What follows belongs to an exercise in optimizing a design on an open flow for small area, a short achievable clock period and few clock cycles; a production flow would make more cautious choices. RTL that was checked went through simulation tests only; none was proved equivalent to the original. For runs 2 to 4, only the layout was checked, not whether the RTL still works.

==> flow/design.v, too long to show whole: its modules and the start of the top module <==
// module gcn_sequencer: 27 lines
// module gcn_adjacency: 32 lines
// module gcn_id_dec: 8 lines
// module gcn_aggregate: 331 lines
// module gcn_transform: 30 lines
// module gcn_wreg: 8 lines
// module gcn_mac: 219 lines
// module gcn_fa: 10 lines
// module gcn_xor2: 7 lines
// module gcn_maj3: 8 lines
// module gcn_ha: 9 lines
// module gcn_argmax: 33 lines
// module gcn_cls: 172 lines
// module gcn_top: 65 lines
module gcn_top (
    input  logic                                      clk,
    input  logic                                      rst_n,
    input  logic                                      start,
    input  logic [6-1:0][3-1:0]    edge_src,
    input  logic [6-1:0][3-1:0]    edge_dst,
    input  logic [6-1:0][5-1:0]    feat_col,
    input  logic [3-1:0][5-1:0]  weight_row,
    output logic                                      feat_re,
    output logic [4-1:0]                    feat_addr,
    output logic [6-1:0][2-1:0]   y,
    output logic                                      done
);
  // ...
==> flow/run.sh <==
#!/bin/bash
# synth_recipe.tcl (not shown) runs the flow's synth.tcl, then flattens the netlist and writes it again
# the make line also repeats each setting of config.mk as NAME=value (left out here)
make -C /OpenROAD-flow-scripts/flow DESIGN_CONFIG=/design/flow/config.mk WORK_HOME=/design/flow/orfs CLKGATE_MAP_FILE= SYNTH_SCRIPT=/design/flow/synth_recipe.tcl finish
==> flow/config.mk <==
export PLATFORM = sky130hd
export DESIGN_NAME = gcn_top
export DESIGN_NICKNAME = gcn_top
export VERILOG_FILES = /design/flow/design.v
export SDC_FILE = /design/flow/constraint.sdc
export NUM_CORES = 4
export LEC_CHECK = 0
export ABC_CLOCK_PERIOD_IN_PS = 3000
export CAP_MARGIN = 20
export CORE_MARGIN = 2
export CORE_UTILIZATION = 65
export CTS_BUF_LIST = sky130_fd_sc_hd__clkbuf_8
export CTS_CLUSTER_DIAMETER = 60
export CTS_CLUSTER_SIZE = 16
export PLACE_DENSITY = 0.8
export SETUP_SLACK_MARGIN = 4.3
export SLEW_MARGIN = 20
export SYNTH_HIERARCHICAL = 1
==> flow/constraint.sdc <==
create_clock -name core_clock -period 7.5 [get_ports {clk}]
set_input_delay 1.5000 -clock core_clock [delete_from_list [all_inputs] [get_ports {clk}]]
set_output_delay 1.5000 -clock core_clock [all_outputs]
set_load 0.01 [all_outputs]
==> summary.md, run 1 <==
| Metric | Value |
|---|---|
| Run status | complete, no violations |
| Routing usage on met2 | 50.4% |
| Tightest slew margin relative to the limit | 17.4% |
| Setup-failing EPs final | 0 |
| Reg-to-Reg Start | i_adj.tri_r[9] |
| Synthesis warning total | 13 |
| Number of vias in the routed layout | 34700 |
| Transition time of the tightest slew-check pin | 1.24 ns |
| Clock insertion delay at the later pin of the skew report | 0.69 ns |
| Syn Inst Count | 4716 |
| Layout Skew | 0.0223 ns |
| Finished layout cell area | 46400 sq um |
| Top Family by Delay on Critical Path | flip-flops |
| Syn nets | 4993 |
| Clock Network Area Fraction | 2.40% |
| Share of cell area taken by flip-flops and latches | 20.9% |
| Worst setup path endpoint | feat_addr[3] |
| Count of inserted tapcells | 864 |
| Tightest Hold Check Type | reg2reg |
| Count of inverters other than clock inverters in the layout | 132 |
| Slowest-stage cell, CP | sky130_fd_sc_hd__dfrtp_1 |
| Worst hold-check slack | 0.454 ns |
| Initial standard-cell utilization of the core | 65.9% |
| Crit Reg-Reg Endpoint | i_agg.agg_sum[12] |
Testbench counts, summed over its fixed seeds: cycles 8,064.
==> module gcn_aggregate, before the edit <==
module gcn_aggregate (
    input  logic                                      clk,
    input  logic [6-1:0][6-1:0]     adj,
    input  logic [6-1:0][5-1:0]    feat_col,
    input  logic [3-1:0][5-1:0]  weight_row,
    output logic [6-1:0][8-1:0]     agg_sum,
    output logic [3-1:1][9-1:0]    wdiff
);
    logic [6-1:0][5-1:0]  xr;
    logic [3-1:1][5:0]            wd_r;
    logic [3-1:1][9-1:0]  wd_nxt;
    logic [6-1:0][8-1:0]   sum_nxt;
    always_ff @(posedge clk) begin
        xr <= feat_col;
        for (int c = 1; c < 3; c++)
            wd_r[c] <= 6'(weight_row[c]) - 6'(weight_row[0]);
    end
    logic [6/2-1:0][5:0]  psr;
    always_ff @(posedge clk)
        for (int j = 0; j < 6 / 2; j++)
            psr[j] <= (5+1)'(feat_col[2 * j]) + (5+1)'(feat_col[2 * j + 1]);
    always_comb begin
        for (int c = 1; c < 3; c++) begin
            logic [6:0] d;
            d = {wd_r[c], 1'b0};
            for (int i = 0; i < 3; i++) begin
                wd_nxt[c][3 * i]     = d[2 * i + 1] ^ d[2 * i];
                wd_nxt[c][3 * i + 1] = (d[2 * i + 2] & ~d[2 * i + 1] & ~d[2 * i]) |
                                       (~d[2 * i + 2] & d[2 * i + 1] & d[2 * i]);
                wd_nxt[c][3 * i + 2] = d[2 * i + 2] & ~(d[2 * i + 1] & d[2 * i]);
            end
        end
    end
    logic [2:0] sel_0_0;
    assign sel_0_0 = {adj[0][0] & adj[0][1], adj[0][0] & ~adj[0][1], ~adj[0][0] & adj[0][1]};
    logic [2:0] sel_0_1;
    assign sel_0_1 = {adj[0][2] & adj[0][3], adj[0][2] & ~adj[0][3], ~adj[0][2] & adj[0][3]};
    logic [2:0] sel_0_2;
    assign sel_0_2 = {adj[0][4] & adj[0][5], adj[0][4] & ~adj[0][5], ~adj[0][4] & adj[0][5]};
    logic [2:0] sel_1_0;
    assign sel_1_0 = {adj[1][0] & adj[1][1], adj[1][0] & ~adj[1][1], ~adj[1][0] & adj[1][1]};
    logic [2:0] sel_1_1;
    assign sel_1_1 = {adj[1][2] & adj[1][3], adj[1][2] & ~adj[1][3], ~adj[1][2] & adj[1][3]};
    logic [2:0] sel_1_2;
    assign sel_1_2 = {adj[1][4] & adj[1][5], adj[1][4] & ~adj[1][5], ~adj[1][4] & adj[1][5]};
    logic [2:0] sel_2_0;
    assign sel_2_0 = {adj[2][0] & adj[2][1], adj[2][0] & ~adj[2][1], ~adj[2][0] & adj[2][1]};
    logic [2:0] sel_2_1;
    assign sel_2_1 = {adj[2][2] & adj[2][3], adj[2][2] & ~adj[2][3], ~adj[2][2] & adj[2][3]};
    logic [2:0] sel_2_2;
    assign sel_2_2 = {adj[2][4] & adj[2][5], adj[2][4] & ~adj[2][5], ~adj[2][4] & adj[2][5]};
    logic [2:0] sel_3_0;
    assign sel_3_0 = {adj[3][0] & adj[3][1], adj[3][0] & ~adj[3][1], ~adj[3][0] & adj[3][1]};
    logic [2:0] sel_3_1;
    assign sel_3_1 = {adj[3][2] & adj[3][3], adj[3][2] & ~adj[3][3], ~adj[3][2] & adj[3][3]};
    logic [2:0] sel_3_2;
    assign sel_3_2 = {adj[3][4] & adj[3][5], adj[3][4] & ~adj[3][5], ~adj[3][4] & adj[3][5]};
    logic [2:0] sel_4_0;
    assign sel_4_0 = {adj[4][0] & adj[4][1], adj[4][0] & ~adj[4][1], ~adj[4][0] & adj[4][1]};
    logic [2:0] sel_4_1;
    assign sel_4_1 = {adj[4][2] & adj[4][3], adj[4][2] & ~adj[4][3], ~adj[4][2] & adj[4][3]};
    logic [2:0] sel_4_2;
    assign sel_4_2 = {adj[4][4] & adj[4][5], adj[4][4] & ~adj[4][5], ~adj[4][4] & adj[4][5]};
    logic [2:0] sel_5_0;
    assign sel_5_0 = {adj[5][0] & adj[5][1], adj[5][0] & ~adj[5][1], ~adj[5][0] & adj[5][1]};
    logic [2:0] sel_5_1;
    assign sel_5_1 = {adj[5][2] & adj[5][3], adj[5][2] & ~adj[5][3], ~adj[5][2] & adj[5][3]};
    logic [2:0] sel_5_2;
    assign sel_5_2 = {adj[5][4] & adj[5][5], adj[5][4] & ~adj[5][5], ~adj[5][4] & adj[5][5]};
    logic ag_0, ag_1, ag_2, ag_3, ag_4, ag_5, ag_6, ag_7;
    logic ag_8, ag_9, ag_10, ag_11, ag_12, ag_13, ag_14, ag_15;
    logic ag_16, ag_17, ag_18, ag_19, ag_20, ag_21, ag_22, ag_23;
    logic ag_24, ag_25, ag_26, ag_27, ag_28, ag_29, ag_30, ag_31;
    logic ag_32, ag_33, ag_34, ag_35, ag_36, ag_37, ag_38, ag_39;
    logic ag_40, ag_41, ag_42, ag_43, ag_44, ag_45, ag_46, ag_47;
    logic ag_48, ag_49, ag_50, ag_51, ag_52, ag_53, ag_54, ag_55;
    logic ag_56, ag_57, ag_58, ag_59, ag_60, ag_61, ag_62, ag_63;
    logic ag_64, ag_65, ag_66, ag_67, ag_68, ag_69, ag_70, ag_71;
    logic ag_72, ag_73, ag_74, ag_75, ag_76, ag_77, ag_78, ag_79;
    logic ag_80, ag_81, ag_82, ag_83, ag_84, ag_85, ag_86, ag_87;
    logic ag_88, ag_89, ag_90, ag_91, ag_92, ag_93, ag_94, ag_95;
    logic ag_96, ag_97, ag_98, ag_99, ag_100, ag_101, ag_102, ag_103;
    logic ag_104, ag_105, ag_106, ag_107, ag_108, ag_109, ag_110, ag_111;
    logic ag_112, ag_113, ag_114, ag_115, ag_116, ag_117, ag_118, ag_119;
    logic ag_120, ag_121, ag_122, ag_123, ag_124, ag_125, ag_126, ag_127;
    logic ag_128, ag_129, ag_130, ag_131, ag_132, ag_133, ag_134, ag_135;
    logic ag_136, ag_137, ag_138, ag_139, ag_140, ag_141, ag_142, ag_143;
    logic ag_144, ag_145, ag_146, ag_147, ag_148, ag_149, ag_150, ag_151;
    logic ag_152, ag_153, ag_154, ag_155, ag_156, ag_157, ag_158, ag_159;
    logic ag_160, ag_161, ag_162, ag_163, ag_164, ag_165, ag_166, ag_167;
    logic ag_168, ag_169, ag_170, ag_171, ag_172, ag_173, ag_174, ag_175;
    logic ag_176, ag_177, ag_178, ag_179, ag_180, ag_181, ag_182, ag_183;
    logic ag_184, ag_185, ag_186, ag_187, ag_188, ag_189, ag_190, ag_191;
    logic ag_192, ag_193, ag_194, ag_195, ag_196, ag_197, ag_198, ag_199;
    logic ag_200, ag_201, ag_202, ag_203, ag_204, ag_205, ag_206, ag_207;
    logic ag_208, ag_209, ag_210, ag_211, ag_212, ag_213, ag_214, ag_215;
    logic ag_216, ag_217, ag_218, ag_219, ag_220, ag_221, ag_222, ag_223;
    logic ag_224, ag_225, ag_226, ag_227, ag_228, ag_229, ag_230, ag_231;
    logic ag_232, ag_233, ag_234, ag_235, ag_236, ag_237, ag_238, ag_239;
    logic ag_240, ag_241, ag_242, ag_243, ag_244, ag_245, ag_246, ag_247;
    logic ag_248, ag_249, ag_250, ag_251, ag_252, ag_253, ag_254, ag_255;
    logic ag_256, ag_257, ag_258, ag_259, ag_260, ag_261, ag_262, ag_263;
    logic ag_264, ag_265, ag_266, ag_267, ag_268, ag_269, ag_270, ag_271;
    logic ag_272, ag_273, ag_274, ag_275, ag_276, ag_277, ag_278, ag_279;
    logic ag_280, ag_281, ag_282, ag_283, ag_284, ag_285, ag_286, ag_287;
    gcn_ha u_ag_0 (.a(((sel_0_0[2] & psr[0][0]) | (sel_0_0[1] & xr[0][0]) | (sel_0_0[0] & xr[1][0]))), .b(((sel_0_1[2] & psr[1][0]) | (sel_0_1[1] & xr[2][0]) | (sel_0_1[0] & xr[3][0]))), .s(ag_0), .co(ag_1));
    gcn_fa u_ag_2 (.a(((sel_0_0[2] & psr[0][1]) | (sel_0_0[1] & xr[0][1]) | (sel_0_0[0] & xr[1][1]))), .b(((sel_0_1[2] & psr[1][1]) | (sel_0_1[1] & xr[2][1]) | (sel_0_1[0] & xr[3][1]))), .c(((sel_0_2[2] & psr[2][1]) | (sel_0_2[1] & xr[4][1]) | (sel_0_2[0] & xr[5][1]))), .s(ag_2), .co(ag_3));
    gcn_fa u_ag_4 (.a(((sel_0_0[2] & psr[0][2]) | (sel_0_0[1] & xr[0][2]) | (sel_0_0[0] & xr[1][2]))), .b(((sel_0_1[2] & psr[1][2]) | (sel_0_1[1] & xr[2][2]) | (sel_0_1[0] & xr[3][2]))), .c(((sel_0_2[2] & psr[2][2]) | (sel_0_2[1] & xr[4][2]) | (sel_0_2[0] & xr[5][2]))), .s(ag_4), .co(ag_5));
    gcn_fa u_ag_6 (.a(((sel_0_0[2] & psr[0][3]) | (sel_0_0[1] & xr[0][3]) | (sel_0_0[0] & xr[1][3]))), .b(((sel_0_1[2] & psr[1][3]) | (sel_0_1[1] & xr[2][3]) | (sel_0_1[0] & xr[3][3]))), .c(((sel_0_2[2] & psr[2][3]) | (sel_0_2[1] & xr[4][3]) | (sel_0_2[0] & xr[5][3]))), .s(ag_6), .co(ag_7));
    gcn_fa u_ag_8 (.a(((sel_0_0[2] & psr[0][4]) | (sel_0_0[1] & xr[0][4]) | (sel_0_0[0] & xr[1][4]))), .b(((sel_0_1[2] & psr[1][4]) | (sel_0_1[1] & xr[2][4]) | (sel_0_1[0] & xr[3][4]))), .c(((sel_0_2[2] & psr[2][4]) | (sel_0_2[1] & xr[4][4]) | (sel_0_2[0] & xr[5][4]))), .s(ag_8), .co(ag_9));
    gcn_fa u_ag_10 (.a(((sel_0_0[2] & psr[0][5]))), .b(((sel_0_1[2] & psr[1][5]))), .c(((sel_0_2[2] & psr[2][5]))), .s(ag_10), .co(ag_11));
    gcn_ha u_ag_12 (.a(ag_0), .b(((sel_0_2[2] & psr[2][0]) | (sel_0_2[1] & xr[4][0]) | (sel_0_2[0] & xr[5][0]))), .s(ag_12), .co(ag_13));
    gcn_ha u_ag_14 (.a(ag_1), .b(ag_2), .s(ag_14), .co(ag_15));
    gcn_ha u_ag_16 (.a(ag_3), .b(ag_4), .s(ag_16), .co(ag_17));
    gcn_ha u_ag_18 (.a(ag_5), .b(ag_6), .s(ag_18), .co(ag_19));
    gcn_ha u_ag_20 (.a(ag_7), .b(ag_8), .s(ag_20), .co(ag_21));
    gcn_ha u_ag_22 (.a(ag_9), .b(ag_10), .s(ag_22), .co(ag_23));
    gcn_ha u_ag_48 (.a(((sel_1_0[2] & psr[0][0]) | (sel_1_0[1] & xr[0][0]) | (sel_1_0[0] & xr[1][0]))), .b(((sel_1_1[2] & psr[1][0]) | (sel_1_1[1] & xr[2][0]) | (sel_1_1[0] & xr[3][0]))), .s(ag_48), .co(ag_49));
    gcn_fa u_ag_50 (.a(((sel_1_0[2] & psr[0][1]) | (sel_1_0[1] & xr[0][1]) | (sel_1_0[0] & xr[1][1]))), .b(((sel_1_1[2] & psr[1][1]) | (sel_1_1[1] & xr[2][1]) | (sel_1_1[0] & xr[3][1]))), .c(((sel_1_2[2] & psr[2][1]) | (sel_1_2[1] & xr[4][1]) | (sel_1_2[0] & xr[5][1]))), .s(ag_50), .co(ag_51));
    gcn_fa u_ag_52 (.a(((sel_1_0[2] & psr[0][2]) | (sel_1_0[1] & xr[0][2]) | (sel_1_0[0] & xr[1][2]))), .b(((sel_1_1[2] & psr[1][2]) | (sel_1_1[1] & xr[2][2]) | (sel_1_1[0] & xr[3][2]))), .c(((sel_1_2[2] & psr[2][2]) | (sel_1_2[1] & xr[4][2]) | (sel_1_2[0] & xr[5][2]))), .s(ag_52), .co(ag_53));
    gcn_fa u_ag_54 (.a(((sel_1_0[2] & psr[0][3]) | (sel_1_0[1] & xr[0][3]) | (sel_1_0[0] & xr[1][3]))), .b(((sel_1_1[2] & psr[1][3]) | (sel_1_1[1] & xr[2][3]) | (sel_1_1[0] & xr[3][3]))), .c(((sel_1_2[2] & psr[2][3]) | (sel_1_2[1] & xr[4][3]) | (sel_1_2[0] & xr[5][3]))), .s(ag_54), .co(ag_55));
    gcn_fa u_ag_56 (.a(((sel_1_0[2] & psr[0][4]) | (sel_1_0[1] & xr[0][4]) | (sel_1_0[0] & xr[1][4]))), .b(((sel_1_1[2] & psr[1][4]) | (sel_1_1[1] & xr[2][4]) | (sel_1_1[0] & xr[3][4]))), .c(((sel_1_2[2] & psr[2][4]) | (sel_1_2[1] & xr[4][4]) | (sel_1_2[0] & xr[5][4]))), .s(ag_56), .co(ag_57));
    gcn_fa u_ag_58 (.a(((sel_1_0[2] & psr[0][5]))), .b(((sel_1_1[2] & psr[1][5]))), .c(((sel_1_2[2] & psr[2][5]))), .s(ag_58), .co(ag_59));
    gcn_ha u_ag_60 (.a(ag_48), .b(((sel_1_2[2] & psr[2][0]) | (sel_1_2[1] & xr[4][0]) | (sel_1_2[0] & xr[5][0]))), .s(ag_60), .co(ag_61));
    gcn_ha u_ag_62 (.a(ag_49), .b(ag_50), .s(ag_62), .co(ag_63));
    gcn_ha u_ag_64 (.a(ag_51), .b(ag_52), .s(ag_64), .co(ag_65));
    gcn_ha u_ag_66 (.a(ag_53), .b(ag_54), .s(ag_66), .co(ag_67));
    gcn_ha u_ag_68 (.a(ag_55), .b(ag_56), .s(ag_68), .co(ag_69));
    gcn_ha u_ag_70 (.a(ag_57), .b(ag_58), .s(ag_70), .co(ag_71));
    gcn_ha u_ag_96 (.a(((sel_2_0[2] & psr[0][0]) | (sel_2_0[1] & xr[0][0]) | (sel_2_0[0] & xr[1][0]))), .b(((sel_2_1[2] & psr[1][0]) | (sel_2_1[1] & xr[2][0]) | (sel_2_1[0] & xr[3][0]))), .s(ag_96), .co(ag_97));
    gcn_fa u_ag_98 (.a(((sel_2_0[2] & psr[0][1]) | (sel_2_0[1] & xr[0][1]) | (sel_2_0[0] & xr[1][1]))), .b(((sel_2_1[2] & psr[1][1]) | (sel_2_1[1] & xr[2][1]) | (sel_2_1[0] & xr[3][1]))), .c(((sel_2_2[2] & psr[2][1]) | (sel_2_2[1] & xr[4][1]) | (sel_2_2[0] & xr[5][1]))), .s(ag_98), .co(ag_99));
    gcn_fa u_ag_100 (.a(((sel_2_0[2] & psr[0][2]) | (sel_2_0[1] & xr[0][2]) | (sel_2_0[0] & xr[1][2]))), .b(((sel_2_1[2] & psr[1][2]) | (sel_2_1[1] & xr[2][2]) | (sel_2_1[0] & xr[3][2]))), .c(((sel_2_2[2] & psr[2][2]) | (sel_2_2[1] & xr[4][2]) | (sel_2_2[0] & xr[5][2]))), .s(ag_100), .co(ag_101));
    gcn_fa u_ag_102 (.a(((sel_2_0[2] & psr[0][3]) | (sel_2_0[1] & xr[0][3]) | (sel_2_0[0] & xr[1][3]))), .b(((sel_2_1[2] & psr[1][3]) | (sel_2_1[1] & xr[2][3]) | (sel_2_1[0] & xr[3][3]))), .c(((sel_2_2[2] & psr[2][3]) | (sel_2_2[1] & xr[4][3]) | (sel_2_2[0] & xr[5][3]))), .s(ag_102), .co(ag_103));
    gcn_fa u_ag_104 (.a(((sel_2_0[2] & psr[0][4]) | (sel_2_0[1] & xr[0][4]) | (sel_2_0[0] & xr[1][4]))), .b(((sel_2_1[2] & psr[1][4]) | (sel_2_1[1] & xr[2][4]) | (sel_2_1[0] & xr[3][4]))), .c(((sel_2_2[2] & psr[2][4]) | (sel_2_2[1] & xr[4][4]) | (sel_2_2[0] & xr[5][4]))), .s(ag_104), .co(ag_105));
    gcn_fa u_ag_106 (.a(((sel_2_0[2] & psr[0][5]))), .b(((sel_2_1[2] & psr[1][5]))), .c(((sel_2_2[2] & psr[2][5]))), .s(ag_106), .co(ag_107));
    gcn_ha u_ag_108 (.a(ag_96), .b(((sel_2_2[2] & psr[2][0]) | (sel_2_2[1] & xr[4][0]) | (sel_2_2[0] & xr[5][0]))), .s(ag_108), .co(ag_109));
    gcn_ha u_ag_110 (.a(ag_97), .b(ag_98), .s(ag_110), .co(ag_111));
    gcn_ha u_ag_112 (.a(ag_99), .b(ag_100), .s(ag_112), .co(ag_113));
    gcn_ha u_ag_114 (.a(ag_101), .b(ag_102), .s(ag_114), .co(ag_115));
    gcn_ha u_ag_116 (.a(ag_103), .b(ag_104), .s(ag_116), .co(ag_117));
    gcn_ha u_ag_118 (.a(ag_105), .b(ag_106), .s(ag_118), .co(ag_119));
    gcn_ha u_ag_144 (.a(((sel_3_0[2] & psr[0][0]) | (sel_3_0[1] & xr[0][0]) | (sel_3_0[0] & xr[1][0]))), .b(((sel_3_1[2] & psr[1][0]) | (sel_3_1[1] & xr[2][0]) | (sel_3_1[0] & xr[3][0]))), .s(ag_144), .co(ag_145));
    gcn_fa u_ag_146 (.a(((sel_3_0[2] & psr[0][1]) | (sel_3_0[1] & xr[0][1]) | (sel_3_0[0] & xr[1][1]))), .b(((sel_3_1[2] & psr[1][1]) | (sel_3_1[1] & xr[2][1]) | (sel_3_1[0] & xr[3][1]))), .c(((sel_3_2[2] & psr[2][1]) | (sel_3_2[1] & xr[4][1]) | (sel_3_2[0] & xr[5][1]))), .s(ag_146), .co(ag_147));
    gcn_fa u_ag_148 (.a(((sel_3_0[2] & psr[0][2]) | (sel_3_0[1] & xr[0][2]) | (sel_3_0[0] & xr[1][2]))), .b(((sel_3_1[2] & psr[1][2]) | (sel_3_1[1] & xr[2][2]) | (sel_3_1[0] & xr[3][2]))), .c(((sel_3_2[2] & psr[2][2]) | (sel_3_2[1] & xr[4][2]) | (sel_3_2[0] & xr[5][2]))), .s(ag_148), .co(ag_149));
    gcn_fa u_ag_150 (.a(((sel_3_0[2] & psr[0][3]) | (sel_3_0[1] & xr[0][3]) | (sel_3_0[0] & xr[1][3]))), .b(((sel_3_1[2] & psr[1][3]) | (sel_3_1[1] & xr[2][3]) | (sel_3_1[0] & xr[3][3]))), .c(((sel_3_2[2] & psr[2][3]) | (sel_3_2[1] & xr[4][3]) | (sel_3_2[0] & xr[5][3]))), .s(ag_150), .co(ag_151));
    gcn_fa u_ag_152 (.a(((sel_3_0[2] & psr[0][4]) | (sel_3_0[1] & xr[0][4]) | (sel_3_0[0] & xr[1][4]))), .b(((sel_3_1[2] & psr[1][4]) | (sel_3_1[1] & xr[2][4]) | (sel_3_1[0] & xr[3][4]))), .c(((sel_3_2[2] & psr[2][4]) | (sel_3_2[1] & xr[4][4]) | (sel_3_2[0] & xr[5][4]))), .s(ag_152), .co(ag_153));
    gcn_fa u_ag_154 (.a(((sel_3_0[2] & psr[0][5]))), .b(((sel_3_1[2] & psr[1][5]))), .c(((sel_3_2[2] & psr[2][5]))), .s(ag_154), .co(ag_155));
    gcn_ha u_ag_156 (.a(ag_144), .b(((sel_3_2[2] & psr[2][0]) | (sel_3_2[1] & xr[4][0]) | (sel_3_2[0] & xr[5][0]))), .s(ag_156), .co(ag_157));
    gcn_ha u_ag_158 (.a(ag_145), .b(ag_146), .s(ag_158), .co(ag_159));
    gcn_ha u_ag_160 (.a(ag_147), .b(ag_148), .s(ag_160), .co(ag_161));
    gcn_ha u_ag_162 (.a(ag_149), .b(ag_150), .s(ag_162), .co(ag_163));
    gcn_ha u_ag_164 (.a(ag_151), .b(ag_152), .s(ag_164), .co(ag_165));
    gcn_ha u_ag_166 (.a(ag_153), .b(ag_154), .s(ag_166), .co(ag_167));
    gcn_ha u_ag_192 (.a(((sel_4_0[2] & psr[0][0]) | (sel_4_0[1] & xr[0][0]) | (sel_4_0[0] & xr[1][0]))), .b(((sel_4_1[2] & psr[1][0]) | (sel_4_1[1] & xr[2][0]) | (sel_4_1[0] & xr[3][0]))), .s(ag_192), .co(ag_193));
    gcn_fa u_ag_194 (.a(((sel_4_0[2] & psr[0][1]) | (sel_4_0[1] & xr[0][1]) | (sel_4_0[0] & xr[1][1]))), .b(((sel_4_1[2] & psr[1][1]) | (sel_4_1[1] & xr[2][1]) | (sel_4_1[0] & xr[3][1]))), .c(((sel_4_2[2] & psr[2][1]) | (sel_4_2[1] & xr[4][1]) | (sel_4_2[0] & xr[5][1]))), .s(ag_194), .co(ag_195));
    gcn_fa u_ag_196 (.a(((sel_4_0[2] & psr[0][2]) | (sel_4_0[1] & xr[0][2]) | (sel_4_0[0] & xr[1][2]))), .b(((sel_4_1[2] & psr[1][2]) | (sel_4_1[1] & xr[2][2]) | (sel_4_1[0] & xr[3][2]))), .c(((sel_4_2[2] & psr[2][2]) | (sel_4_2[1] & xr[4][2]) | (sel_4_2[0] & xr[5][2]))), .s(ag_196), .co(ag_197));
    gcn_fa u_ag_198 (.a(((sel_4_0[2] & psr[0][3]) | (sel_4_0[1] & xr[0][3]) | (sel_4_0[0] & xr[1][3]))), .b(((sel_4_1[2] & psr[1][3]) | (sel_4_1[1] & xr[2][3]) | (sel_4_1[0] & xr[3][3]))), .c(((sel_4_2[2] & psr[2][3]) | (sel_4_2[1] & xr[4][3]) | (sel_4_2[0] & xr[5][3]))), .s(ag_198), .co(ag_199));
    gcn_fa u_ag_200 (.a(((sel_4_0[2] & psr[0][4]) | (sel_4_0[1] & xr[0][4]) | (sel_4_0[0] & xr[1][4]))), .b(((sel_4_1[2] & psr[1][4]) | (sel_4_1[1] & xr[2][4]) | (sel_4_1[0] & xr[3][4]))), .c(((sel_4_2[2] & psr[2][4]) | (sel_4_2[1] & xr[4][4]) | (sel_4_2[0] & xr[5][4]))), .s(ag_200), .co(ag_201));
    gcn_fa u_ag_202 (.a(((sel_4_0[2] & psr[0][5]))), .b(((sel_4_1[2] & psr[1][5]))), .c(((sel_4_2[2] & psr[2][5]))), .s(ag_202), .co(ag_203));
    gcn_ha u_ag_204 (.a(ag_192), .b(((sel_4_2[2] & psr[2][0]) | (sel_4_2[1] & xr[4][0]) | (sel_4_2[0] & xr[5][0]))), .s(ag_204), .co(ag_205));
    gcn_ha u_ag_206 (.a(ag_193), .b(ag_194), .s(ag_206), .co(ag_207));
    gcn_ha u_ag_208 (.a(ag_195), .b(ag_196), .s(ag_208), .co(ag_209));
    gcn_ha u_ag_210 (.a(ag_197), .b(ag_198), .s(ag_210), .co(ag_211));
    gcn_ha u_ag_212 (.a(ag_199), .b(ag_200), .s(ag_212), .co(ag_213));
    gcn_ha u_ag_214 (.a(ag_201), .b(ag_202), .s(ag_214), .co(ag_215));
    gcn_ha u_ag_240 (.a(((sel_5_0[2] & psr[0][0]) | (sel_5_0[1] & xr[0][0]) | (sel_5_0[0] & xr[1][0]))), .b(((sel_5_1[2] & psr[1][0]) | (sel_5_1[1] & xr[2][0]) | (sel_5_1[0] & xr[3][0]))), .s(ag_240), .co(ag_241));
    gcn_fa u_ag_242 (.a(((sel_5_0[2] & psr[0][1]) | (sel_5_0[1] & xr[0][1]) | (sel_5_0[0] & xr[1][1]))), .b(((sel_5_1[2] & psr[1][1]) | (sel_5_1[1] & xr[2][1]) | (sel_5_1[0] & xr[3][1]))), .c(((sel_5_2[2] & psr[2][1]) | (sel_5_2[1] & xr[4][1]) | (sel_5_2[0] & xr[5][1]))), .s(ag_242), .co(ag_243));
    gcn_fa u_ag_244 (.a(((sel_5_0[2] & psr[0][2]) | (sel_5_0[1] & xr[0][2]) | (sel_5_0[0] & xr[1][2]))), .b(((sel_5_1[2] & psr[1][2]) | (sel_5_1[1] & xr[2][2]) | (sel_5_1[0] & xr[3][2]))), .c(((sel_5_2[2] & psr[2][2]) | (sel_5_2[1] & xr[4][2]) | (sel_5_2[0] & xr[5][2]))), .s(ag_244), .co(ag_245));
    gcn_fa u_ag_246 (.a(((sel_5_0[2] & psr[0][3]) | (sel_5_0[1] & xr[0][3]) | (sel_5_0[0] & xr[1][3]))), .b(((sel_5_1[2] & psr[1][3]) | (sel_5_1[1] & xr[2][3]) | (sel_5_1[0] & xr[3][3]))), .c(((sel_5_2[2] & psr[2][3]) | (sel_5_2[1] & xr[4][3]) | (sel_5_2[0] & xr[5][3]))), .s(ag_246), .co(ag_247));
    gcn_fa u_ag_248 (.a(((sel_5_0[2] & psr[0][4]) | (sel_5_0[1] & xr[0][4]) | (sel_5_0[0] & xr[1][4]))), .b(((sel_5_1[2] & psr[1][4]) | (sel_5_1[1] & xr[2][4]) | (sel_5_1[0] & xr[3][4]))), .c(((sel_5_2[2] & psr[2][4]) | (sel_5_2[1] & xr[4][4]) | (sel_5_2[0] & xr[5][4]))), .s(ag_248), .co(ag_249));
    gcn_fa u_ag_250 (.a(((sel_5_0[2] & psr[0][5]))), .b(((sel_5_1[2] & psr[1][5]))), .c(((sel_5_2[2] & psr[2][5]))), .s(ag_250), .co(ag_251));
    gcn_ha u_ag_252 (.a(ag_240), .b(((sel_5_2[2] & psr[2][0]) | (sel_5_2[1] & xr[4][0]) | (sel_5_2[0] & xr[5][0]))), .s(ag_252), .co(ag_253));
    gcn_ha u_ag_254 (.a(ag_241), .b(ag_242), .s(ag_254), .co(ag_255));
    gcn_ha u_ag_256 (.a(ag_243), .b(ag_244), .s(ag_256), .co(ag_257));
    gcn_ha u_ag_258 (.a(ag_245), .b(ag_246), .s(ag_258), .co(ag_259));
    gcn_ha u_ag_260 (.a(ag_247), .b(ag_248), .s(ag_260), .co(ag_261));
    gcn_ha u_ag_262 (.a(ag_249), .b(ag_250), .s(ag_262), .co(ag_263));
    assign ag_24 = ag_17 | (ag_16 & ag_15);
    assign ag_25 = ag_16 & ag_14;
    assign ag_26 = ag_21 | (ag_20 & ag_19);
    assign ag_27 = ag_20 & ag_18;
    assign ag_28 = ag_11 & ag_23;
    assign ag_29 = ag_11 & ag_22;
    assign ag_30 = ag_15 | (ag_14 & ag_13);
    assign ag_31 = ag_14 & 1'b0;
    assign ag_32 = ag_24 | (ag_25 & ag_13);
    assign ag_33 = ag_25 & 1'b0;
    assign ag_34 = ag_23 | (ag_22 & ag_26);
    assign ag_35 = ag_22 & ag_27;
    assign ag_36 = ag_28 | (ag_29 & ag_26);
    assign ag_37 = ag_29 & ag_27;
    assign ag_38 = ag_19 | (ag_18 & ag_32);
    assign ag_39 = ag_18 & ag_33;
    assign ag_40 = ag_26 | (ag_27 & ag_32);
    assign ag_41 = ag_27 & ag_33;
    assign ag_42 = ag_34 | (ag_35 & ag_32);
    assign ag_43 = ag_35 & ag_33;
    assign ag_44 = ag_36 | (ag_37 & ag_32);
    assign ag_45 = ag_37 & ag_33;
    assign ag_46 = 1'b0 & ag_44;
    assign ag_47 = 1'b0 & ag_45;
    assign sum_nxt[0] = {(1'b0 ^ ag_44), (ag_11 ^ ag_42), (ag_22 ^ ag_40), (ag_20 ^ ag_38), (ag_18 ^ ag_32), (ag_16 ^ ag_30), (ag_14 ^ ag_13), ag_12};
    assign ag_72 = ag_65 | (ag_64 & ag_63);
    assign ag_73 = ag_64 & ag_62;
    assign ag_74 = ag_69 | (ag_68 & ag_67);
    assign ag_75 = ag_68 & ag_66;
    assign ag_76 = ag_59 & ag_71;
    assign ag_77 = ag_59 & ag_70;
    assign ag_78 = ag_63 | (ag_62 & ag_61);
    assign ag_79 = ag_62 & 1'b0;
    assign ag_80 = ag_72 | (ag_73 & ag_61);
    assign ag_81 = ag_73 & 1'b0;
    assign ag_82 = ag_71 | (ag_70 & ag_74);
    assign ag_83 = ag_70 & ag_75;
    assign ag_84 = ag_76 | (ag_77 & ag_74);
    assign ag_85 = ag_77 & ag_75;
    assign ag_86 = ag_67 | (ag_66 & ag_80);
    assign ag_87 = ag_66 & ag_81;
    assign ag_88 = ag_74 | (ag_75 & ag_80);
    assign ag_89 = ag_75 & ag_81;
    assign ag_90 = ag_82 | (ag_83 & ag_80);
    assign ag_91 = ag_83 & ag_81;
    assign ag_92 = ag_84 | (ag_85 & ag_80);
    assign ag_93 = ag_85 & ag_81;
    assign ag_94 = 1'b0 & ag_92;
    assign ag_95 = 1'b0 & ag_93;
    assign sum_nxt[1] = {(1'b0 ^ ag_92), (ag_59 ^ ag_90), (ag_70 ^ ag_88), (ag_68 ^ ag_86), (ag_66 ^ ag_80), (ag_64 ^ ag_78), (ag_62 ^ ag_61), ag_60};
    assign ag_120 = ag_113 | (ag_112 & ag_111);
    assign ag_121 = ag_112 & ag_110;
    assign ag_122 = ag_117 | (ag_116 & ag_115);
    assign ag_123 = ag_116 & ag_114;
    assign ag_124 = ag_107 & ag_119;
    assign ag_125 = ag_107 & ag_118;
    assign ag_126 = ag_111 | (ag_110 & ag_109);
    assign ag_127 = ag_110 & 1'b0;
    assign ag_128 = ag_120 | (ag_121 & ag_109);
    assign ag_129 = ag_121 & 1'b0;
    assign ag_130 = ag_119 | (ag_118 & ag_122);
    assign ag_131 = ag_118 & ag_123;
    assign ag_132 = ag_124 | (ag_125 & ag_122);
    assign ag_133 = ag_125 & ag_123;
    assign ag_134 = ag_115 | (ag_114 & ag_128);
    assign ag_135 = ag_114 & ag_129;
    assign ag_136 = ag_122 | (ag_123 & ag_128);
    assign ag_137 = ag_123 & ag_129;
    assign ag_138 = ag_130 | (ag_131 & ag_128);
    assign ag_139 = ag_131 & ag_129;
    assign ag_140 = ag_132 | (ag_133 & ag_128);
    assign ag_141 = ag_133 & ag_129;
    assign ag_142 = 1'b0 & ag_140;
    assign ag_143 = 1'b0 & ag_141;
    assign sum_nxt[2] = {(1'b0 ^ ag_140), (ag_107 ^ ag_138), (ag_118 ^ ag_136), (ag_116 ^ ag_134), (ag_114 ^ ag_128), (ag_112 ^ ag_126), (ag_110 ^ ag_109), ag_108};
    assign ag_168 = ag_161 | (ag_160 & ag_159);
    assign ag_169 = ag_160 & ag_158;
    assign ag_170 = ag_165 | (ag_164 & ag_163);
    assign ag_171 = ag_164 & ag_162;
    assign ag_172 = ag_155 & ag_167;
    assign ag_173 = ag_155 & ag_166;
    assign ag_174 = ag_159 | (ag_158 & ag_157);
    assign ag_175 = ag_158 & 1'b0;
    assign ag_176 = ag_168 | (ag_169 & ag_157);
    assign ag_177 = ag_169 & 1'b0;
    assign ag_178 = ag_167 | (ag_166 & ag_170);
    assign ag_179 = ag_166 & ag_171;
    assign ag_180 = ag_172 | (ag_173 & ag_170);
    assign ag_181 = ag_173 & ag_171;
    assign ag_182 = ag_163 | (ag_162 & ag_176);
    assign ag_183 = ag_162 & ag_177;
    assign ag_184 = ag_170 | (ag_171 & ag_176);
    assign ag_185 = ag_171 & ag_177;
    assign ag_186 = ag_178 | (ag_179 & ag_176);
    assign ag_187 = ag_179 & ag_177;
    assign ag_188 = ag_180 | (ag_181 & ag_176);
    assign ag_189 = ag_181 & ag_177;
    assign ag_190 = 1'b0 & ag_188;
    assign ag_191 = 1'b0 & ag_189;
    assign sum_nxt[3] = {(1'b0 ^ ag_188), (ag_155 ^ ag_186), (ag_166 ^ ag_184), (ag_164 ^ ag_182), (ag_162 ^ ag_176), (ag_160 ^ ag_174), (ag_158 ^ ag_157), ag_156};
    assign ag_216 = ag_209 | (ag_208 & ag_207);
    assign ag_217 = ag_208 & ag_206;
    assign ag_218 = ag_213 | (ag_212 & ag_211);
    assign ag_219 = ag_212 & ag_210;
    assign ag_220 = ag_203 & ag_215;
    assign ag_221 = ag_203 & ag_214;
    assign ag_222 = ag_207 | (ag_206 & ag_205);
    assign ag_223 = ag_206 & 1'b0;
    assign ag_224 = ag_216 | (ag_217 & ag_205);
    assign ag_225 = ag_217 & 1'b0;
    assign ag_226 = ag_215 | (ag_214 & ag_218);
    assign ag_227 = ag_214 & ag_219;
    assign ag_228 = ag_220 | (ag_221 & ag_218);
    assign ag_229 = ag_221 & ag_219;
    assign ag_230 = ag_211 | (ag_210 & ag_224);
    assign ag_231 = ag_210 & ag_225;
    assign ag_232 = ag_218 | (ag_219 & ag_224);
    assign ag_233 = ag_219 & ag_225;
    assign ag_234 = ag_226 | (ag_227 & ag_224);
    assign ag_235 = ag_227 & ag_225;
    assign ag_236 = ag_228 | (ag_229 & ag_224);
    assign ag_237 = ag_229 & ag_225;
    assign ag_238 = 1'b0 & ag_236;
    assign ag_239 = 1'b0 & ag_237;
    assign sum_nxt[4] = {(1'b0 ^ ag_236), (ag_203 ^ ag_234), (ag_214 ^ ag_232), (ag_212 ^ ag_230), (ag_210 ^ ag_224), (ag_208 ^ ag_222), (ag_206 ^ ag_205), ag_204};
    assign ag_264 = ag_257 | (ag_256 & ag_255);
    assign ag_265 = ag_256 & ag_254;
    assign ag_266 = ag_261 | (ag_260 & ag_259);
    assign ag_267 = ag_260 & ag_258;
    assign ag_268 = ag_251 & ag_263;
    assign ag_269 = ag_251 & ag_262;
    assign ag_270 = ag_255 | (ag_254 & ag_253);
    assign ag_271 = ag_254 & 1'b0;
    assign ag_272 = ag_264 | (ag_265 & ag_253);
    assign ag_273 = ag_265 & 1'b0;
    assign ag_274 = ag_263 | (ag_262 & ag_266);
    assign ag_275 = ag_262 & ag_267;
    assign ag_276 = ag_268 | (ag_269 & ag_266);
    assign ag_277 = ag_269 & ag_267;
    assign ag_278 = ag_259 | (ag_258 & ag_272);
    assign ag_279 = ag_258 & ag_273;
    assign ag_280 = ag_266 | (ag_267 & ag_272);
    assign ag_281 = ag_267 & ag_273;
    assign ag_282 = ag_274 | (ag_275 & ag_272);
    assign ag_283 = ag_275 & ag_273;
    assign ag_284 = ag_276 | (ag_277 & ag_272);
    assign ag_285 = ag_277 & ag_273;
    assign ag_286 = 1'b0 & ag_284;
    assign ag_287 = 1'b0 & ag_285;
    assign sum_nxt[5] = {(1'b0 ^ ag_284), (ag_251 ^ ag_282), (ag_262 ^ ag_280), (ag_260 ^ ag_278), (ag_258 ^ ag_272), (ag_256 ^ ag_270), (ag_254 ^ ag_253), ag_252};
    always_ff @(posedge clk)
        agg_sum <= sum_nxt;
    assign wdiff = wd_nxt;    
endmodule
==> inputs of run 2 (changes only) <==
--- a/flow/design.v
+++ b/flow/design.v
@@ -103,39 +103,39 @@
     end
     logic [2:0] sel_0_0;
-    assign sel_0_0 = {adj[0][0] & adj[0][1], adj[0][0] & ~adj[0][1], ~adj[0][0] & adj[0][1]};
+    gcn_sel u_sel_0_0 (.a(adj[0][0]), .b(adj[0][1]), .sel(sel_0_0));
     logic [2:0] sel_0_1;
-    assign sel_0_1 = {adj[0][2] & adj[0][3], adj[0][2] & ~adj[0][3], ~adj[0][2] & adj[0][3]};
+    gcn_sel u_sel_0_1 (.a(adj[0][2]), .b(adj[0][3]), .sel(sel_0_1));
     logic [2:0] sel_0_2;
-    assign sel_0_2 = {adj[0][4] & adj[0][5], adj[0][4] & ~adj[0][5], ~adj[0][4] & adj[0][5]};
+    gcn_sel u_sel_0_2 (.a(adj[0][4]), .b(adj[0][5]), .sel(sel_0_2));
     logic [2:0] sel_1_0;
-    assign sel_1_0 = {adj[1][0] & adj[1][1], adj[1][0] & ~adj[1][1], ~adj[1][0] & adj[1][1]};
+    gcn_sel u_sel_1_0 (.a(adj[1][0]), .b(adj[1][1]), .sel(sel_1_0));
     logic [2:0] sel_1_1;
-    assign sel_1_1 = {adj[1][2] & adj[1][3], adj[1][2] & ~adj[1][3], ~adj[1][2] & adj[1][3]};
+    gcn_sel u_sel_1_1 (.a(adj[1][2]), .b(adj[1][3]), .sel(sel_1_1));
     logic [2:0] sel_1_2;
-    assign sel_1_2 = {adj[1][4] & adj[1][5], adj[1][4] & ~adj[1][5], ~adj[1][4] & adj[1][5]};
+    gcn_sel u_sel_1_2 (.a(adj[1][4]), .b(adj[1][5]), .sel(sel_1_2));
     logic [2:0] sel_2_0;
-    assign sel_2_0 = {adj[2][0] & adj[2][1], adj[2][0] & ~adj[2][1], ~adj[2][0] & adj[2][1]};
+    gcn_sel u_sel_2_0 (.a(adj[2][0]), .b(adj[2][1]), .sel(sel_2_0));
     logic [2:0] sel_2_1;
-    assign sel_2_1 = {adj[2][2] & adj[2][3], adj[2][2] & ~adj[2][3], ~adj[2][2] & adj[2][3]};
+    gcn_sel u_sel_2_1 (.a(adj[2][2]), .b(adj[2][3]), .sel(sel_2_1));
     logic [2:0] sel_2_2;
-    assign sel_2_2 = {adj[2][4] & adj[2][5], adj[2][4] & ~adj[2][5], ~adj[2][4] & adj[2][5]};
+    gcn_sel u_sel_2_2 (.a(adj[2][4]), .b(adj[2][5]), .sel(sel_2_2));
     logic [2:0] sel_3_0;
-    assign sel_3_0 = {adj[3][0] & adj[3][1], adj[3][0] & ~adj[3][1], ~adj[3][0] & adj[3][1]};
+    gcn_sel u_sel_3_0 (.a(adj[3][0]), .b(adj[3][1]), .sel(sel_3_0));
     logic [2:0] sel_3_1;
-    assign sel_3_1 = {adj[3][2] & adj[3][3], adj[3][2] & ~adj[3][3], ~adj[3][2] & adj[3][3]};
+    gcn_sel u_sel_3_1 (.a(adj[3][2]), .b(adj[3][3]), .sel(sel_3_1));
     logic [2:0] sel_3_2;
-    assign sel_3_2 = {adj[3][4] & adj[3][5], adj[3][4] & ~adj[3][5], ~adj[3][4] & adj[3][5]};
+    gcn_sel u_sel_3_2 (.a(adj[3][4]), .b(adj[3][5]), .sel(sel_3_2));
     logic [2:0] sel_4_0;
-    assign sel_4_0 = {adj[4][0] & adj[4][1], adj[4][0] & ~adj[4][1], ~adj[4][0] & adj[4][1]};
+    gcn_sel u_sel_4_0 (.a(adj[4][0]), .b(adj[4][1]), .sel(sel_4_0));
     logic [2:0] sel_4_1;
-    assign sel_4_1 = {adj[4][2] & adj[4][3], adj[4][2] & ~adj[4][3], ~adj[4][2] & adj[4][3]};
+    gcn_sel u_sel_4_1 (.a(adj[4][2]), .b(adj[4][3]), .sel(sel_4_1));
     logic [2:0] sel_4_2;
-    assign sel_4_2 = {adj[4][4] & adj[4][5], adj[4][4] & ~adj[4][5], ~adj[4][4] & adj[4][5]};
+    gcn_sel u_sel_4_2 (.a(adj[4][4]), .b(adj[4][5]), .sel(sel_4_2));
     logic [2:0] sel_5_0;
-    assign sel_5_0 = {adj[5][0] & adj[5][1], adj[5][0] & ~adj[5][1], ~adj[5][0] & adj[5][1]};
+    gcn_sel u_sel_5_0 (.a(adj[5][0]), .b(adj[5][1]), .sel(sel_5_0));
     logic [2:0] sel_5_1;
-    assign sel_5_1 = {adj[5][2] & adj[5][3], adj[5][2] & ~adj[5][3], ~adj[5][2] & adj[5][3]};
+    gcn_sel u_sel_5_1 (.a(adj[5][2]), .b(adj[5][3]), .sel(sel_5_1));
     logic [2:0] sel_5_2;
-    assign sel_5_2 = {adj[5][4] & adj[5][5], adj[5][4] & ~adj[5][5], ~adj[5][4] & adj[5][5]};
+    gcn_sel u_sel_5_2 (.a(adj[5][4]), .b(adj[5][5]), .sel(sel_5_2));
     logic ag_0, ag_1, ag_2, ag_3, ag_4, ag_5, ag_6, ag_7;
     logic ag_8, ag_9, ag_10, ag_11, ag_12, ag_13, ag_14, ag_15;
@@ -400,4 +400,11 @@
     assign wdiff = wd_nxt;    
 endmodule
+module gcn_sel (
+    input  logic       a,
+    input  logic       b,
+    output logic [2:0] sel
+);
+    assign sel = {a & b, a & ~b, ~a & b};
+endmodule
 `timescale 1ns/1ps
 module gcn_transform (
--- a/flow/config.mk
+++ b/flow/config.mk
@@ -9,9 +9,8 @@
 export CAP_MARGIN = 20
 export CORE_MARGIN = 2
-export CORE_UTILIZATION = 65
+export CORE_UTILIZATION = 40
 export CTS_BUF_LIST = sky130_fd_sc_hd__clkbuf_8
 export CTS_CLUSTER_DIAMETER = 60
 export CTS_CLUSTER_SIZE = 16
-export PLACE_DENSITY = 0.8
 export SETUP_SLACK_MARGIN = 4.3
 export SLEW_MARGIN = 20
==> run 2 against run 1 <==
Effect of this change:
- still clean
- final cell count grew 11%
- global-route usage shrank 11 points
- sequential share of layout area shrank 0.24 points
- setup slack lost 0.0069 ns
- clock-buffer cell count grew 8
- via count shrank 2.3%
- maximum frequency shrank 0.22%
- clock skew is essentially flat
- critical path type is now reg2reg
- critical endpoint is now i_agg.agg_sum[28]
==> summary.md, run 2 <==
| Metric | Value |
|---|---|
| Finished layout cell area | 46900 sq um (+1.1%) |
| Horizontal die dimension | 332 microns |
| Area enclosed by the die boundary | 110000 sq um |
| Leading cell types in the layout, fill and taps excluded | 978 x sky130_fd_sc_hd__xor2_1, 388 x sky130_fd_sc_hd__xnor2_1, 316 x sky130_fd_sc_hd__dfxtp_1 |
| DP HPWL | 81900 microns |
| Critical Path End Type | register |
| Kind of critical path | reg2reg |
| Reg-to-Reg Start | i_adj.tri_r[3] |
| Register containing the most flip-flops in the final layout | i_xfm.g_node.g_cls.u_mac.acc |
| Num rows | 120 |
| TritonCTS clock tree | yes |
| Min Tclk post-route | 3.12 ns |
| Vias in the first global route | 32800 |
| Run status | complete, no violations |
| Worst path cell trace | and2_2 > a222oi_1 > inv_1 > fa_1 > ha_1 > a21o_2 > a21o_1 > ha_1 > nor2_1 > xnor2_1 |
| Share of the clock period used by the worst path after layout | 41.7% |
| Data required time at the worst endpoint | 8.15 ns |
| Max Cap Violations | 0 |
| Transition time of the tightest slew-check pin | 1.19 ns (-0.0466 ns) |
| Nets | 5039 |
| Number of flip-flops in the largest register | 216 |
| Slowest-stage cell, CP | sky130_fd_sc_hd__edfxtp_1 |
| Post-route DRC violation count | 0 |
| Final global-route overflow total | 0 |
| Setup-failing EPs final | 0 (unchanged) |
| Input/output buffers | 100 |
| Num CTS Buffers | 60 |
| Layout cell share with drive strength beyond 1 | 17.3% |
| Met3 Wirelength | 5780 microns |
| Number of detailed-route iterations in the first pass | 12 |
| WP data arrival | 3.77 ns |
| Clock root buffer | sky130_fd_sc_hd__clkbuf_8 |
| CP Launch Type | register |
| Crit-path max FO | 6 |
| Count of buffering cells on the critical path with inverters included | 1 |
| H-Tree Depth | 2 |
| Final weighted congestion in routability-driven placement | 0.950 |
| Top cell by count, worst path | sky130_fd_sc_hd__ha_1 |
| Per-cell via count in the routed design | 5.46 |
| Maximum operating frequency | 0.320 GHz |
| DRT antenna net count | 0 |
| Maximum number of pins on one net before global-route repair | 29 |
| Most common cell after layout, fill and taps aside | sky130_fd_sc_hd__xor2_1 |
| Clock sinks | 453 |
| Unrepaired setup endpoints after global routing | true |
| Number of vias in the routed layout | 33900 (-2.3%) |
| Initial standard-cell utilization of the core | 40.3% (-26 points) |
| Final worst setup slack | 4.38 ns |
| Total I/O pin count | 102 |
| Per-instance average area after synthesis | 9.08 sq um |
| Total negative setup slack | 0 ns |
| Top Family by Delay on Critical Path | adder cells |
| Post-DR wirelength/cell | 17.9 microns |
| Placed cell area | 45000 sq um |
| Tightest slew margin relative to the limit | 20.5% (+3.1 points) |
| Synthesis warning total | 13 (unchanged) |
| Syn Inst Count | 4734 (+0.38%) |
| Floorplan core area | 107000 sq um |
| Max Slew Vio Count | 0 |
| Longest Clk Path Bufs | 3 |
| Floorplan die height | 332 microns |
| Total routing resource utilization after global routing | 19.5% |
| CTS hold repair buffers | 0 |
| Pre-CTS worst setup slack | 3.95 ns |
| Number of antenna violations at the first check in global routing | 6 |
| Syn nets | 5011 (+0.36%) |
| Layout Skew | 0.0225 ns (+0.000182 ns) |
| Area of the mapped netlist | 43000 sq um |
| Detailed router's first-iteration violation count | 2277 |
| Clock-pin slew of the registers on the worst-case setup and hold paths | 0.10 ns |
| Highest routing layer actually used | met4 |
| Global-route wire length before repair | 177000 microns |
| Source of the critical timing path | i_adj.tri_r[3] |
| Hold Violations, Final | 0 |
| Wire length on met2 | 50300 microns |
| Top flop regs | i_xfm.g_node.g_cls.u_mac.acc (216), i_xfm.g_wreg.u_wreg.q (54), i_agg.agg_sum (48) |
| Clock insertion delay at the later pin of the skew report | 0.74 ns (+0.05 ns) |
| Wire length the detailed router placed on met1 | 51500 microns |
| Total detailed-routing wirelength | 111000 microns |
| Crit-path max cell delay | 0.51 ns |
| Area growth from synthesis to final layout | 9.10% |
| Tightest Hold Check Type | reg2reg |
| Worst min-delay path startpoint | i_agg.wd_r[1] |
==> run 2: path summary, 6_finish.rpt <==
kind | to | slack, ns | depth (start not counted)
hold / removal | i_xfm.g_wreg[0].u_wreg.q[2] | 0.48 | 0
hold reg to reg | i_xfm.g_wreg[0].u_wreg.q[2] | 0.48 | 0
setup reg to reg | i_agg.agg_sum[28] | 4.38 | 10
setup / recovery | i_agg.agg_sum[28] | 4.38 | 10
min in group asynchronous | i_seq.cnt[4] | 1.01 | 1
max in group asynchronous | i_seq.cnt[2] | 6.23 | 1
==> run 2: layer usage <==
| layer | track usage [%] | up-vias |
|---|---|---|
| met5 | 0 | - |
| met4 | 6.48 | 0 |
| met3 | 2.62 | 224 |
| met2 | 32.2 | 818 |
| met1 | 26.1 | 16100 |
| li1 | - | 16800 |
==> run 2: stage by stage <==
stage	util (%)	hold slack (ns)	std cells
floorplan	-	0.410	4734
global placement	42.2	0.488	6094
detailed placement	42.2	0.477	6094
CTS	43.6	0.496	6205
global route	43.9	0.495	6217
finish	43.9	0.482	6220
==> run 2: repair_timing <==
action / 4_1_cts / 5_1_grt
pin swaps: 0 / 7
endpoints found under the setup margin: 68 / 56
buffers inserted: 0 / 9
resized for setup: 75 / 124
==> run 2: layout make-up <==
class                   instances  area (sq um)
repair buffers                140          1340
clock buffers                  62           853
diodes                          6          15.0
clock inverters                49           589
multi-input cells            3885         31800
inverters                     222           833
fillers                     10400         59900
flip-flops and latches        453          9690
well taps                    1403          1760
==> inputs of run 3 (changes only) <==
--- a/flow/config.mk
+++ b/flow/config.mk
@@ -13,4 +13,5 @@
 export CTS_CLUSTER_DIAMETER = 60
 export CTS_CLUSTER_SIZE = 16
+export PLACE_DENSITY = 0.75
 export SETUP_SLACK_MARGIN = 4.3
 export SLEW_MARGIN = 20
==> run 3 against run 2 <==
Effect of this change:
- clock-buffer cell count up 2
- setup slack lost 0.030 ns
- maximum frequency shrank 0.96%
- final cell count barely moved
- highest routed layer unchanged
- critical endpoint is now feat_addr[0]
- critical path depth decreased by 9
- clock skew increased by 0.0042 ns
- core utilization rose by 0.16 points
- sequential cell count unchanged
- still clean on timing, DRC and antenna
==> summary.md, run 3 <==
| Metric | Value |
|---|---|
| Final global-route overflow total | 0 (unchanged) |
| Number of flip-flops in the largest register | 216 (unchanged) |
| H-Tree Depth | 2 (unchanged) |
| Post-route DRC violation count | 0 (unchanged) |
| Floorplan core area | 107000 sq um (unchanged) |
| Slowest-stage cell, CP | sky130_fd_sc_hd__clkdlybuf4s50_1 |
| Horizontal die dimension | 332 microns (unchanged) |
| DP HPWL | 80500 microns (-1.7%) |
| Setup-failing EPs final | 0 (unchanged) |
| Unrepaired setup endpoints after global routing | false |
| Multi-input logic area | 31900 sq um (+0.37%) |
| Register Area | 9680 sq um (about the same) |
| Vias in the first global route | 34000 (+3.6%) |
| Number of antenna violations at the first check in global routing | 2 (-4) |
| Floorplan die height | 332 microns (unchanged) |
| TritonCTS clock tree | yes |
| Crit Reg-Reg Endpoint | i_agg.agg_sum[44] |
| Final weighted congestion in routability-driven placement | 0.950 (about the same) |
| Worst path cell trace | clkdlybuf4s50_1 |
| Hold Violations, Final | 0 (unchanged) |
| Top Family by Delay on Critical Path | buffers and inverters |
| Number of fill cells | 10000 (-3.5%) |
| Clock sinks | 453 (unchanged) |
| Layout cell share with drive strength beyond 1 | 17.8% (+0.46 points) |
| Critical Path End Type | output pin |
| Kind of critical path | reg2out |
| Syn Inst Count | 4734 (unchanged) |
| Share of the clock period used by the worst path after layout | 42.1% (+0.40 points) |
| Transition time of the tightest slew-check pin | 1.19 ns (-0.000244 ns) |
| Synthesis warning total | 13 (unchanged) |
| Per-cell via count in the routed design | 5.60 (+2.5%) |
| Final worst setup slack | 4.35 ns (-0.0301 ns) |
| Area enclosed by the die boundary | 110000 sq um (unchanged) |
| Leading cell types in the layout, fill and taps excluded | 977 x sky130_fd_sc_hd__xor2_1, 387 x sky130_fd_sc_hd__xnor2_1, 318 x sky130_fd_sc_hd__dfxtp_1 |
| Critical path depth | 1 (-9) |
| Area of the mapped netlist | 43000 sq um (unchanged) |
| Max Cap Violations | 0 (unchanged) |
| Count of buffering cells on the critical path with inverters included | 1 (unchanged) |
| Global-route wire length before repair | 175000 microns (-1.4%) |
| Layout Skew | 0.0267 ns (+0.00416 ns) |
| Detailed router's first-iteration violation count | 2840 (+25%) |
| Initial standard-cell utilization of the core | 40.3% (unchanged) |
| Most common cell after layout, fill and taps aside | sky130_fd_sc_hd__xor2_1 |
| Number of detailed-route iterations in the first pass | 17 (+5) |
| Wire length the detailed router placed on met1 | 47200 microns (-8.4%) |
| Max Slew Vio Count | 0 (unchanged) |
| Nets | 5043 (+0.079%) |
| Area growth from synthesis to final layout | 9.50% |
| Syn nets | 5011 (unchanged) |
| Total routing resource utilization after global routing | 18.9% (-0.59 points) |
| Longest Clk Path Bufs | 3 (unchanged) |
| Post-DR wirelength/cell | 17.4 microns (-2.6%) |
| Clock insertion delay at the later pin of the skew report | 0.75 ns (about the same) |
| Source of the critical timing path | i_seq.cnt[0] |
| Tightest Hold Check Type | reg2reg |
| Total negative setup slack | 0 ns (unchanged) |
| Run status | complete, no violations |
| Worst setup path endpoint | feat_addr[0] |
| Number of vias in the routed layout | 34800 (+2.6%) |
| Finished layout cell area | 47100 sq um (+0.37%) |
| Reg-to-Reg Start | i_adj.tri_r[17] |
| Total I/O pin count | 102 (unchanged) |
| Highest routing layer actually used | met4 |
| Num rows | 120 (unchanged) |
| Top flop regs | i_xfm.g_node.g_cls.u_mac.acc (216), i_xfm.g_wreg.u_wreg.q (54), i_agg.agg_sum (48) |
| Maximum operating frequency | 0.317 GHz (-0.96%) |
| Input/output buffers | 100 (unchanged) |
| Clock root buffer | sky130_fd_sc_hd__clkbuf_8 |
| Clock-pin slew of the registers on the worst-case setup and hold paths | 0.08 ns (-0.02 ns) |
| Per-instance average area after synthesis | 9.08 sq um (unchanged) |
| Met3 Wirelength | 6990 microns (+21%) |
| Crit-path max cell delay | 0.54 ns (+0.03 ns) |
| Num CTS Buffers | 61 (+1.7%) |
| CP Launch Type | register |
| Placed cell area | 45000 sq um (about the same) |
| DRT antenna net count | 0 (unchanged) |
| Crit-path max FO | 2 (-4) |
| Register containing the most flip-flops in the final layout | i_xfm.g_node.g_cls.u_mac.acc |
| Min Tclk post-route | 3.15 ns (+0.0301 ns) |
| Worst reg2reg setup slack | 4.39 ns (about the same) |
| WP data arrival | 1.65 ns (-2.12 ns) |
| R2r worst-path depth | 10 (unchanged) |
| Wire length on met2 | 51000 microns (+1.4%) |
| Pre-CTS worst setup slack | 3.91 ns (-0.0416 ns) |
| Tightest slew margin relative to the limit | 19.8% (-0.65 points) |
| Data required time at the worst endpoint | 6.00 ns (-2.15 ns) |
| Maximum number of pins on one net before global-route repair | 29 (unchanged) |
| Total detailed-routing wirelength | 108000 microns (-2.6%) |
[run 3: layout make-up]
type	count	share of cell area, %
Antenna cell	2	0.0106
Clock buffer	64	1.87
Clock inverter	50	1.26
Inverter	222	1.77
Multi-Input combinational cell	3885	67.9
Sequential cell	453	20.6
Tap cell	1403	3.73
Timing Repair Buffer	143	2.91
[run 3: stage by stage]
stage	std cells	hold WS (ns)	utilization [%]
finish	6222	0.492	44.1
global route	6221	0.517	44.1
CTS	6208	0.493	43.6
detailed placement	6090	0.474	42.2
global placement	6090	0.469	42.1
floorplan	4734	0.410	-
[run 3: repair_timing]
action,in CTS,in global routing
buffers inserted,4,12
resized for setup,73,145
pin swaps,0,16
setup endpoints to repair,64,86
hold buffers,0,0
[run 3: worst register-to-register path: cells and delay by family (launching register included)]
family                     cells  cell delay, ns
buffers and inverters          1            0.13
adders and majority gates      3            1.01
AOI/OAI and AO/OA              3            0.78
xor gates and xnor gates       1            0.21
DFF                            1            0.47
and+or+nand+nor                2            0.38
[run 3: routing by layer]
metal,vias to the layer above,GRT usage [%]
met3,242,2.80
met2,1026,32.5
met4,0,6.52
met1,16700,24.1
met5,-,0
li1,16800,-
[run 3: worst min-delay path by stage]
stage                     cells past startpoint                      endpoint          start  slack (ns)
final                                         1                 i_argmax.done  i_argmax.done        0.49
after global routing                          1                 i_argmax.done  i_argmax.done        0.52
after CTS                                     1                 i_argmax.done  i_argmax.done        0.49
after detailed placement                      1                 i_argmax.done  i_argmax.done        0.47
after global placement                        1                 i_argmax.done  i_argmax.done        0.47
after floorplan                               1  i_xfm.g_wreg[0].u_wreg.q[10]  i_agg.wd_r[6]        0.41
==> inputs of run 4 (changes only) <==
--- a/flow/config.mk
+++ b/flow/config.mk
@@ -14,5 +14,5 @@
 export CTS_CLUSTER_SIZE = 16
 export PLACE_DENSITY = 0.75
-export SETUP_SLACK_MARGIN = 4.3
+export SETUP_SLACK_MARGIN = 4.4
 export SLEW_MARGIN = 20
 export SYNTH_HIERARCHICAL = 1
==> run 4 against run 3 <==
Effect of this change:
- synthesized cell count is the same
- clock skew grew 0.0028 ns
- clock-buffer cell count is the same
- maximum frequency grew 2.8%
- core utilization grew 0.79 points
- critical path depth grew 9
- final area grew 1.8%
- critical endpoint is now i_agg.agg_sum[44]
==> summary.md, run 4 <==
| Metric | Value |
|---|---|
| Total I/O pin count | 102 (unchanged) |
| Leading cell types in the layout, fill and taps excluded | 973 x sky130_fd_sc_hd__xor2_1, 385 x sky130_fd_sc_hd__xnor2_1, 318 x sky130_fd_sc_hd__dfxtp_1 |
| Floorplan die height | 332 microns (unchanged) |
| Met3 Wirelength | 7210 microns (+3.1%) |
| Data required time at the worst endpoint | 8.14 ns (+2.14 ns) |
| Critical path depth | 10 (+9) |
| Source of the critical timing path | i_adj.tri_r[17] |
| Max Slew Vio Count | 0 (unchanged) |
| Num CTS Buffers | 61 (unchanged) |
| Share of the clock period used by the worst path after layout | 40.9% (-1.2 points) |
| Longest Clk Path Bufs | 3 (unchanged) |
| Initial standard-cell utilization of the core | 40.3% (unchanged) |
| Clock sinks | 453 (unchanged) |
| Input/output buffers | 100 (unchanged) |
| Wire length on met2 | 51500 microns (+1.0%) |
| Layout cell share with drive strength beyond 1 | 19.6% (+1.8 points) |
| Run status | complete, no violations |
| Max Cap Violations | 0 (unchanged) |
| Total negative setup slack | 0 ns (unchanged) |
| Number of fill cells | 9938 (-1.0%) |
| Kind of critical path | reg2reg |
| Per-instance average area after synthesis | 9.08 sq um (unchanged) |
| Post-DR wirelength/cell | 17.5 microns (+0.33%) |
| Number of detailed-route iterations in the first pass | 13 (-4) |
| Layout Skew | 0.0295 ns (+0.00278 ns) |
| Count of buffering cells on the critical path with inverters included | 1 (unchanged) |
| Worst setup path endpoint | i_agg.agg_sum[44] |
| R2r worst-path depth | 10 (unchanged) |
| Global-route wire length before repair | 175000 microns (+0.16%) |
| Syn nets | 5011 (unchanged) |
| Register containing the most flip-flops in the final layout | i_xfm.g_node.g_cls.u_mac.acc |
| Crit-path max FO | 6 (+4) |
| Number of vias in the routed layout | 35100 (+0.72%) |
| Crit Reg-Reg Endpoint | i_agg.agg_sum[44] |
| Area of the mapped netlist | 43000 sq um (unchanged) |
| Register Area | 9740 sq um (+0.59%) |
| Worst path cell trace | and2_2 > a222oi_1 > inv_1 > fa_1 > ha_1 > a21o_2 > a21o_1 > ha_1 > nor2_2 > xnor2_2 |
| Nets | 5107 (+1.3%) |
| Horizontal die dimension | 332 microns (unchanged) |
| Post-route DRC violation count | 0 (unchanged) |
| Syn Inst Count | 4734 (unchanged) |
[run 4: how the worst min path moves through the flow]
stage,from,to,slack [ns],cells past startpoint
3_5_place_dp,i_argmax.done,i_argmax.done,0.47,1
2_1_floorplan,i_agg.wd_r[6],i_xfm.g_wreg[0].u_wreg.q[10],0.41,1
6_report,i_argmax.done,i_argmax.done,0.49,1
5_1_grt,i_argmax.done,i_argmax.done,0.52,1
4_1_cts,i_argmax.done,i_argmax.done,0.49,1
3_3_place_gp,i_argmax.done,i_argmax.done,0.47,1
[run 4: per-stage QoR]
step | utilization, % | instances | cell area [sq um] | hold slack (ns)
after floorplan | - | 4734 | 43000 | 0.410
after global placement | 42.1 | 6090 | 45000 | 0.469
after detailed placement | 42.2 | 6090 | 45000 | 0.474
after CTS | 43.7 | 6210 | 46700 | 0.489
after global routing | 44.9 | 6285 | 47900 | 0.520
final | 44.9 | 6288 | 47900 | 0.487
[run 4: what timing repair did]
| item | 4_1_cts | 5_1_grt |
|---|---|---|
| hold endpoints to repair | 0 | 0 |
| resized for setup | 132 | 191 |
| pin swaps | 1 | 57 |
| endpoints found under the setup margin | 124 | 81 |
| setup buffers | 6 | 74 |
| cloned | 0 | 0 |
| hold buffers | 0 | 0 |
[run 4: worst reg2reg max path, cell delays in order (launching register included)]
cell,delay (ns)
sky130_fd_sc_hd__edfxtp_1,0.47
sky130_fd_sc_hd__and2_2,0.27
sky130_fd_sc_hd__a222oi_1,0.42
sky130_fd_sc_hd__inv_1,0.13
sky130_fd_sc_hd__fa_1,0.51
sky130_fd_sc_hd__ha_1,0.35
sky130_fd_sc_hd__a21o_2,0.20
sky130_fd_sc_hd__a21o_1,0.17
sky130_fd_sc_hd__ha_1,0.18
sky130_fd_sc_hd__nor2_2,0.12
sky130_fd_sc_hd__xnor2_2,0.16
[run 4: layout make-up]
type / count / area share [%]
Multi-Input combinational cell: 3885 / 67.2
Sequential cell: 453 / 20.3
Timing Repair Buffer: 207 / 3.99
Clock inverter: 50 / 1.24
Clock buffer: 64 / 1.84
Tap cell: 1403 / 3.66
Antenna cell: 4 / 0.0209
Inverter: 222 / 1.74
[run 4: per-layer routing]
metal | GRT usage, % | vias up
met4 | 6.52 | 0
li1 | - | 17000
met5 | 0 | -
met3 | 2.73 | 263
met1 | 24.2 | 16800
met2 | 32.5 | 1078

-- re-timing with driven ports --
No port has a modelled driver above. Below, the same layouts with a new extraction and two added sets of constraints. Step 1 assumes that a clkbuf_16 drives the clock port and a buf_2 every other input. Step 2, shift: input delay + t, output delay - t, t = (earliest + latest rising clock arrival at the registers) / 2. This alone moves slack from input paths to output paths. Three values: ideal, step 1, step 2; two values: the first two.
run	t (ns)	setup WS [ns]	latest minus earliest clock arrival (ns)	worst register clock-pin slew, ns
run 1	0.744	4.383 / 4.320 / 3.779	0.028 / 0.027	0.10 / 0.10
run 2	0.798	4.376 / 4.317 / 3.818	0.031 / 0.031	0.10 / 0.10
run 3	0.803	4.346 / 4.283 / 3.886	0.034 / 0.035	0.11 / 0.11
run 4	0.801	4.433 / 4.431 / 3.900	0.039 / 0.039	0.11 / 0.11
After both steps setup and hold are still met in every run listed. For run 1, which loses most, drivers alone change the setup slack by -0.063 ns; drivers and shift together by -0.604 ns.
